This design comes from an exercise in tuning for small area and few clock cycles per item on the open sky130 flow, not from production work.
The RTL was checked by simulation tests, not by an equivalence proof against the original design.
Power figures rest on the tool's default switching activity, not on a simulated workload.

==> inputs of job 9870 <==
==> flow/design.v <==
`default_nettype none
module lerb_slot_dec (
    input  wire logic [5:0]  i_addr,
    input  wire logic        i_wr_en,
    output logic [63:0]      o_sel_n,
    output logic [63:0]      o_wr
);
    always_comb begin
        for (int i = 0; i < 64; i++) begin
            o_sel_n[i] = !(i_addr == 6'(i));
            o_wr[i]    = i_wr_en && (i_addr == 6'(i));
        end
    end
endmodule
module lerb_slot_next (
    input  wire logic [7:0] i_q,
    input  wire logic       i_wr,
    input  wire logic       i_sel_n,
    input  wire logic [7:0] i_x,
    output logic [7:0]      o_d
);
    assign o_d = ~((i_q | {8{i_wr}}) & ({8{i_sel_n}} | i_x));
endmodule
module lerb_read_col (
    input  wire logic [63:0] i_q,
    input  wire logic [63:0] i_sel_n,
    output logic             o_bit
);
    assign o_bit = &(i_q | i_sel_n);
endmodule
`default_nettype wire
`default_nettype none
module line_edit_receive_buffer (
    input  wire logic       i_clk,
    input  wire logic       i_rst_n,
    input  wire logic       i_valid,
    output logic            o_ready,
    input  wire logic       i_action,
    input  wire logic [7:0] i_rx_byte,
    output logic            o_valid,
    input  wire logic       i_ready,
    output logic [1:0]      o_kind,
    output logic [7:0]      o_out_byte,
    output logic            o_last,
    output logic [6:0]      o_line_count
);
    localparam logic [1:0] KIND_ECHO      = 2'd0;
    localparam logic [1:0] KIND_LINE      = 2'd1;
    localparam logic [1:0] KIND_EMPTY     = 2'd2;
    localparam logic [1:0] KIND_NOT_READY = 2'd3;
    logic       r_valid;
    logic       r_act;
    logic [7:0] r_byte;
    logic [6:0] r_fill;      
    logic       r_line;      
    logic       r_erase2;    
    logic [6:0] r_pos;       
    logic       r_phase;
    logic [7:0] r_mem [64];
    logic [7:0] mem_d [64];
    logic [5:0]  slot;       
    logic [63:0] sel_n;      
    logic [63:0] wr_sel;     
    logic [7:0]  wr_x;
    logic        wr_en;
    logic [7:0]  rd_q;
    logic       is_term, is_erase, is_plain;
    logic       empty, full, drain, pos_last, erase1;
    logic       take, done;
    logic [6:0] fill_inc;
    logic [7:0] rd_byte;
    assign is_term  = !r_act && (r_byte == 8'h0D || r_byte == 8'h0A);
    assign is_erase = !r_act && (r_byte == 8'h08 || r_byte == 8'h7F);
    assign is_plain = !r_act && !is_term && !is_erase;
    assign empty    = (r_fill == 7'd0);
    assign full     = r_fill[6];
    assign drain    = r_act && r_line && !empty;
    assign pos_last = (r_pos == r_fill);
    assign erase1   = is_erase && !r_erase2 && !empty;
    assign fill_inc = r_fill + 7'd1;
    assign rd_byte  = rd_q ^ {8{r_phase}};
    always_comb begin
        o_valid      = r_valid;
        o_kind       = KIND_ECHO;
        o_out_byte   = r_byte;
        o_last       = 1'b1;
        o_line_count = 7'd0;
        if (r_act) begin
            o_out_byte = 8'h00;
            if (!r_line) begin
                o_kind = KIND_NOT_READY;
            end else if (empty) begin
                o_kind = KIND_EMPTY;
            end else begin
                o_kind       = KIND_LINE;
                o_out_byte   = rd_byte;
                o_last       = pos_last;
                o_line_count = r_pos;
            end
        end else if (is_erase && !r_erase2) begin
            o_out_byte = 8'h7F;
            o_last     = empty;
        end
    end
    assign take    = r_valid && i_ready;
    assign done    = take && o_last;
    assign o_ready = !r_valid || done;
    assign wr_en = take && is_plain && !full;
    assign wr_x  = wr_en ? (r_byte ^ {8{r_phase}}) : 8'hFF;
    assign slot  = r_act ? r_pos[5:0] : fill_inc[5:0];
    lerb_slot_dec u_dec (
        .i_addr  (slot),
        .i_wr_en (wr_en),
        .o_sel_n (sel_n),
        .o_wr    (wr_sel)
    );
    for (genvar i = 0; i < 64; i++) begin : g_slot
        lerb_slot_next u_next (
            .i_q     (r_mem[i]),
            .i_wr    (wr_sel[i]),
            .i_sel_n (sel_n[i]),
            .i_x     (wr_x),
            .o_d     (mem_d[i])
        );
    end
    for (genvar b = 0; b < 8; b++) begin : g_col
        logic [63:0] col;
        for (genvar i = 0; i < 64; i++) begin : g_bit
            assign col[i] = r_mem[i][b];
        end
        lerb_read_col u_read (
            .i_q     (col),
            .i_sel_n (sel_n),
            .o_bit   (rd_q[b])
        );
    end
    always_ff @(posedge i_clk) begin
        if (!i_rst_n) begin
            r_phase <= 1'b0;
        end else begin
            r_phase <= !r_phase;
        end
    end
    always_ff @(posedge i_clk) begin
        for (int i = 0; i < 64; i++) begin
            r_mem[i] <= mem_d[i];
        end
    end
    always_ff @(posedge i_clk) begin
        if (o_ready) begin
            r_act  <= i_action;
            r_byte <= i_rx_byte;
        end
    end
    always_ff @(posedge i_clk) begin
        if (!i_rst_n) begin
            r_valid  <= 1'b0;
            r_fill   <= 7'd0;
            r_line   <= 1'b0;
            r_erase2 <= 1'b0;
            r_pos    <= 7'd1;
        end else begin
            if (o_ready) begin
                r_valid <= i_valid;
            end
            if (take) begin
                if (is_plain && !full) begin
                    r_fill <= fill_inc;
                end
                if (is_term) begin
                    r_line <= 1'b1;
                end
                if (erase1) begin
                    r_fill   <= r_fill - 7'd1;
                    r_erase2 <= 1'b1;
                end
                if (done) begin
                    r_erase2 <= 1'b0;
                end
                if (r_act && r_line) begin
                    if (empty || pos_last) begin
                        r_line <= 1'b0;
                        r_fill <= 7'd0;
                        r_pos  <= 7'd1;
                    end else begin
                        r_pos  <= r_pos + 7'd1;
                    end
                end
            end
        end
    end
endmodule
`default_nettype wire
==> flow/run.sh <==
#!/bin/bash
# synth_recipe.tcl (not shown) runs the flow's synth.tcl, then flattens the netlist and writes it again
# the make line also repeats each setting of config.mk as NAME=value (left out here)
make -C /OpenROAD-flow-scripts/flow DESIGN_CONFIG=/design/flow/config.mk WORK_HOME=/design/flow/orfs CLKGATE_MAP_FILE= SYNTH_SCRIPT=/design/flow/synth_recipe.tcl finish
==> flow/config.mk <==
export PLATFORM = sky130hd
export DESIGN_NAME = line_edit_receive_buffer
export DESIGN_NICKNAME = line_edit_receive_buffer
export VERILOG_FILES = /design/flow/design.v
export SDC_FILE = /design/flow/constraint.sdc
export NUM_CORES = 4
export LEC_CHECK = 0
export CAP_MARGIN = 20
export CORE_MARGIN = 2
export CORE_UTILIZATION = 40
export SLEW_MARGIN = 20
==> flow/constraint.sdc <==
create_clock -name core_clock -period 4.5 [get_ports {i_clk}]
set_input_delay 0.9000 -clock core_clock [delete_from_list [all_inputs] [get_ports {i_clk}]]
set_output_delay 0.9000 -clock core_clock [all_outputs]
set_load 0.01 [all_outputs]
==> job 4789 (differences from job 9870) <==
==> flow/design.v, changed modules only <==
module lerb_read_col (
    input  wire logic [62:0] i_q,
    input  wire logic [62:0] i_sel_n,
    output logic             o_bit
);
    assign o_bit = &(i_q | i_sel_n);
endmodule
module line_edit_receive_buffer (
    input  wire logic       i_clk,
    input  wire logic       i_rst_n,
    input  wire logic       i_valid,
    output logic            o_ready,
    input  wire logic       i_action,
    input  wire logic [7:0] i_rx_byte,
    output logic            o_valid,
    input  wire logic       i_ready,
    output logic [1:0]      o_kind,
    output logic [7:0]      o_out_byte,
    output logic            o_last,
    output logic [6:0]      o_line_count
);
    localparam logic [1:0] KIND_ECHO      = 2'd0;
    localparam logic [1:0] KIND_LINE      = 2'd1;
    localparam logic [1:0] KIND_EMPTY     = 2'd2;
    localparam logic [1:0] KIND_NOT_READY = 2'd3;
    logic       r_valid;
    logic       r_act;
    logic [7:0] r_byte;
    logic [6:0] r_fill;      
    logic       r_line;      
    logic       r_erase2;    
    logic [6:0] r_ptr;       
    logic [7:0] r_rd;        
    logic        r_phase;
    logic [7:0]  r_mem [1:63];
    logic [7:0]  mem_d [1:63];
    logic [63:1] sel_n;      
    logic [63:1] wr_sel;     
    logic [7:0]  wr_x;
    logic        wr_en;
    logic [7:0]  rd_q;
    logic       is_term, is_erase, is_plain;
    logic       empty, full, drain, pos_last, erase1;
    logic       take, done;
    logic [6:0] fill_inc, ptr_inc, fill_nxt;
    assign is_term  = !r_act && (r_byte == 8'h0D || r_byte == 8'h0A);
    assign is_erase = !r_act && (r_byte == 8'h08 || r_byte == 8'h7F);
    assign is_plain = !r_act && !is_term && !is_erase;
    assign empty    = (r_fill == 7'd0);
    assign full     = r_fill[6];
    assign drain    = r_act && r_line && !empty;
    assign pos_last = (r_ptr == r_fill);
    assign erase1   = is_erase && !r_erase2 && !empty;
    assign fill_inc = r_fill + 7'd1;
    assign ptr_inc  = r_ptr + 7'd1;
    always_comb begin
        o_valid      = r_valid;
        o_kind       = KIND_ECHO;
        o_out_byte   = r_byte;
        o_last       = 1'b1;
        o_line_count = 7'd0;
        if (r_act) begin
            o_out_byte = 8'h00;
            if (!r_line) begin
                o_kind = KIND_NOT_READY;
            end else if (empty) begin
                o_kind = KIND_EMPTY;
            end else begin
                o_kind       = KIND_LINE;
                o_out_byte   = r_rd;
                o_last       = pos_last;
                o_line_count = r_ptr;
            end
        end else if (is_erase && !r_erase2) begin
            o_out_byte = 8'h7F;
            o_last     = empty;
        end
    end
    assign take    = r_valid && i_ready;
    assign done    = take && o_last;
    assign o_ready = !r_valid || done;
    assign wr_en = is_plain && !full;
    assign wr_x  = r_act ? 8'hFF : (r_byte ^ {8{r_phase}});
    always_comb begin
        for (int i = 1; i < 64; i++) begin
            sel_n[i]  = !(r_ptr[5:0] == 6'(i));
            wr_sel[i] = is_plain && (r_ptr[5:0] == 6'(i));
        end
    end
    for (genvar i = 1; i < 64; i++) begin : g_slot
        lerb_slot_next u_next (
            .i_q     (r_mem[i]),
            .i_wr    (wr_sel[i]),
            .i_sel_n (sel_n[i]),
            .i_x     (wr_x),
            .o_d     (mem_d[i])
        );
    end
    for (genvar b = 0; b < 8; b++) begin : g_col
        logic [63:1] col;
        for (genvar i = 1; i < 64; i++) begin : g_bit
            assign col[i] = r_mem[i][b];
        end
        lerb_read_col u_read (
            .i_q     (col),
            .i_sel_n (sel_n),
            .o_bit   (rd_q[b])
        );
    end
    always_ff @(posedge i_clk) begin
        if (!i_rst_n) begin
            r_phase <= 1'b0;
        end else begin
            r_phase <= !r_phase;
        end
    end
    always_ff @(posedge i_clk) begin
        for (int i = 1; i < 64; i++) begin
            r_mem[i] <= mem_d[i];
        end
    end
    always_ff @(posedge i_clk) begin
        if (empty && is_plain) begin
            r_rd <= r_byte;
        end else if (take && drain && !pos_last) begin
            r_rd <= rd_q ^ {8{r_phase}};
        end
    end
    always_ff @(posedge i_clk) begin
        if (o_ready) begin
            r_act  <= i_action;
            r_byte <= i_rx_byte;
        end
    end
    always_comb begin
        fill_nxt = r_fill;
        if (take) begin
            if (wr_en) begin
                fill_nxt = fill_inc;
            end
            if (erase1) begin
                fill_nxt = r_fill - 7'd1;
            end
            if (r_act && r_line && (empty || pos_last)) begin
                fill_nxt = 7'd0;
            end
        end
    end
    always_ff @(posedge i_clk) begin
        if (!i_rst_n) begin
            r_valid  <= 1'b0;
            r_fill   <= 7'd0;
            r_line   <= 1'b0;
            r_erase2 <= 1'b0;
            r_ptr    <= 7'd0;
        end else begin
            r_fill <= fill_nxt;
            if (o_ready) begin
                r_valid <= i_valid;
                r_ptr   <= (i_valid && i_action) ? 7'd1 : fill_nxt;
            end else if (take && drain) begin
                r_ptr   <= ptr_inc;
            end
            if (take) begin
                if (is_term) begin
                    r_line <= 1'b1;
                end
                if (erase1) begin
                    r_erase2 <= 1'b1;
                end
                if (done) begin
                    r_erase2 <= 1'b0;
                end
                if (r_act && r_line && (empty || pos_last)) begin
                    r_line <= 1'b0;
                end
            end
        end
    end
endmodule
// module lerb_slot_dec removed
==> flow/flow/run.sh (new file) <==
#!/bin/bash
# The standard layout (standard.sh: the standard flow's synthesis, floorplan, placement,
# CTS, routing), with two changes to how it builds the layout:
#  - port buffers are the smallest buffer, sky130_fd_sc_hd__buf_1, which the
#    resizer may still upsize;
#  - clock tree synthesis uses clkbuf_16 leaf clusters of up to 30 sinks and
#    no dummy loads.
# Every tool's full output stays in orfs/logs; make's own output goes to
# make_standard.log here.
set -euo pipefail
export BUFFER_PORTS_ARGS="-buffer_cell sky130_fd_sc_hd__buf_1"
export CTS_ARGS="-sink_clustering_enable -repair_clock_nets -dont_use_dummy_load -sink_clustering_size 30 -sink_clustering_max_diameter 100 -buf_list sky130_fd_sc_hd__clkbuf_16"
bash standard.sh > make_standard.log 2>&1
==> flow/standard.sh (new file) <==
#!/bin/bash
# synth_recipe.tcl (not shown) runs the flow's synth.tcl, then flattens the netlist and writes it again
# the make line also repeats each setting of config.mk as NAME=value (left out here)
make -C /OpenROAD-flow-scripts/flow DESIGN_CONFIG=/design/flow/config.mk WORK_HOME=/design/flow/orfs CLKGATE_MAP_FILE= SYNTH_SCRIPT=/design/flow/synth_recipe.tcl "${@:-finish}"
CAP_MARGIN = 0   (was 20)
CTS_BUF_LIST = sky130_fd_sc_hd__clkbuf_16   (was default)
CTS_CLUSTER_DIAMETER = 100   (was default)
CTS_CLUSTER_SIZE = 30   (was default)
SLEW_MARGIN = 0   (was 20)
SYNTH_HIERARCHICAL = 1   (was default)
SYNTH_MINIMUM_KEEP_SIZE = 40   (was default)
removed: flow/run.sh
==> comparison table <==
quantity                                                                              job 9870                 job 4789
Placed cell count                                                                         2976                     2495
Sequential group power                                                                 5.23 mW                  4.97 mW
Simple-gate area share of the yosys netlist                                              12.2%                    10.7%
Outcome                                                                        failed layout checks  complete, no violations
Violated checks                                                           negative setup slack                        -
Share of layout cells above drive strength 1                                             26.8%                    3.82%
Power per unit of standard cell area                                                411 nW/um2               385 nW/um2
Sw Share                                                                                 25.6%                    23.9%
Bufs w/o clock                                                                             393                       48
Filler Cell Count                                                                         4599                     4532
Share of the final layout cell area in multi-input gates                                 36.5%                    37.6%
Start point of the critical path                                               r_act$_DFFE_PP_      r_byte[5]$_DFFE_PN_
Sum of buffers and inverters on the critical path                                            5                        3
Area used by multi-input combinational logic                                         10000 um2                 7580 um2
Max Fclk                                                                               206 MHz                  240 MHz
Floorplan row count                                                                         83                       79
Setup repair bufs after CTS                                                                 36                        0
Worst max-slew margin expressed relative to the limit                                    37.7%                    29.1%
Number of violations reported at the end of detailed-routing iteration 0                  2487                     1575
Met2 Use GR                                                                              47.7%                    34.2%
Number of buffers added by the clock tree synthesis step                                    55                       22
Total Routing Usage GR                                                                   32.2%                    22.1%
Routed Wire Length                                                                     87.7 mm                  56.8 mm
Testbench counts of job 9870, summed over its fixed seeds: cycles 36,371, items 20,000.
Testbench counts of job 4789, summed over its fixed seeds: cycles 36,371, items 20,000.

==> separate check: timing with driven ports <==
The flow's constraints put no driver on any port. The routed layouts listed below were extracted and timed again, unchanged, in two steps.
Step 1, drivers: a clkbuf_16 drives i_clk and a buf_2 each remaining input, both assumed.
Step 2 also shifts input and output timing later by t, the mid clock arrival at the registers, as if the neighbouring blocks saw the same clock.
Three values: ideal, step 1, step 2; two values: the first two.
| run | t (ns) | setup slack, ns | slew at the worst register clock pin (ns) | worst data-port slew with drivers (ns) | cell pins on the clock port's net |
|---|---|---|---|---|---|
| job 9870 | 0.675 | -0.347 / -0.407 / 0.269 | 0.07 / 0.07 | 0.03 | 1 |
| job 4789 | 0.599 | 0.338 / 0.282 / 0.881 | 0.12 / 0.12 | 0.04 | 1 |
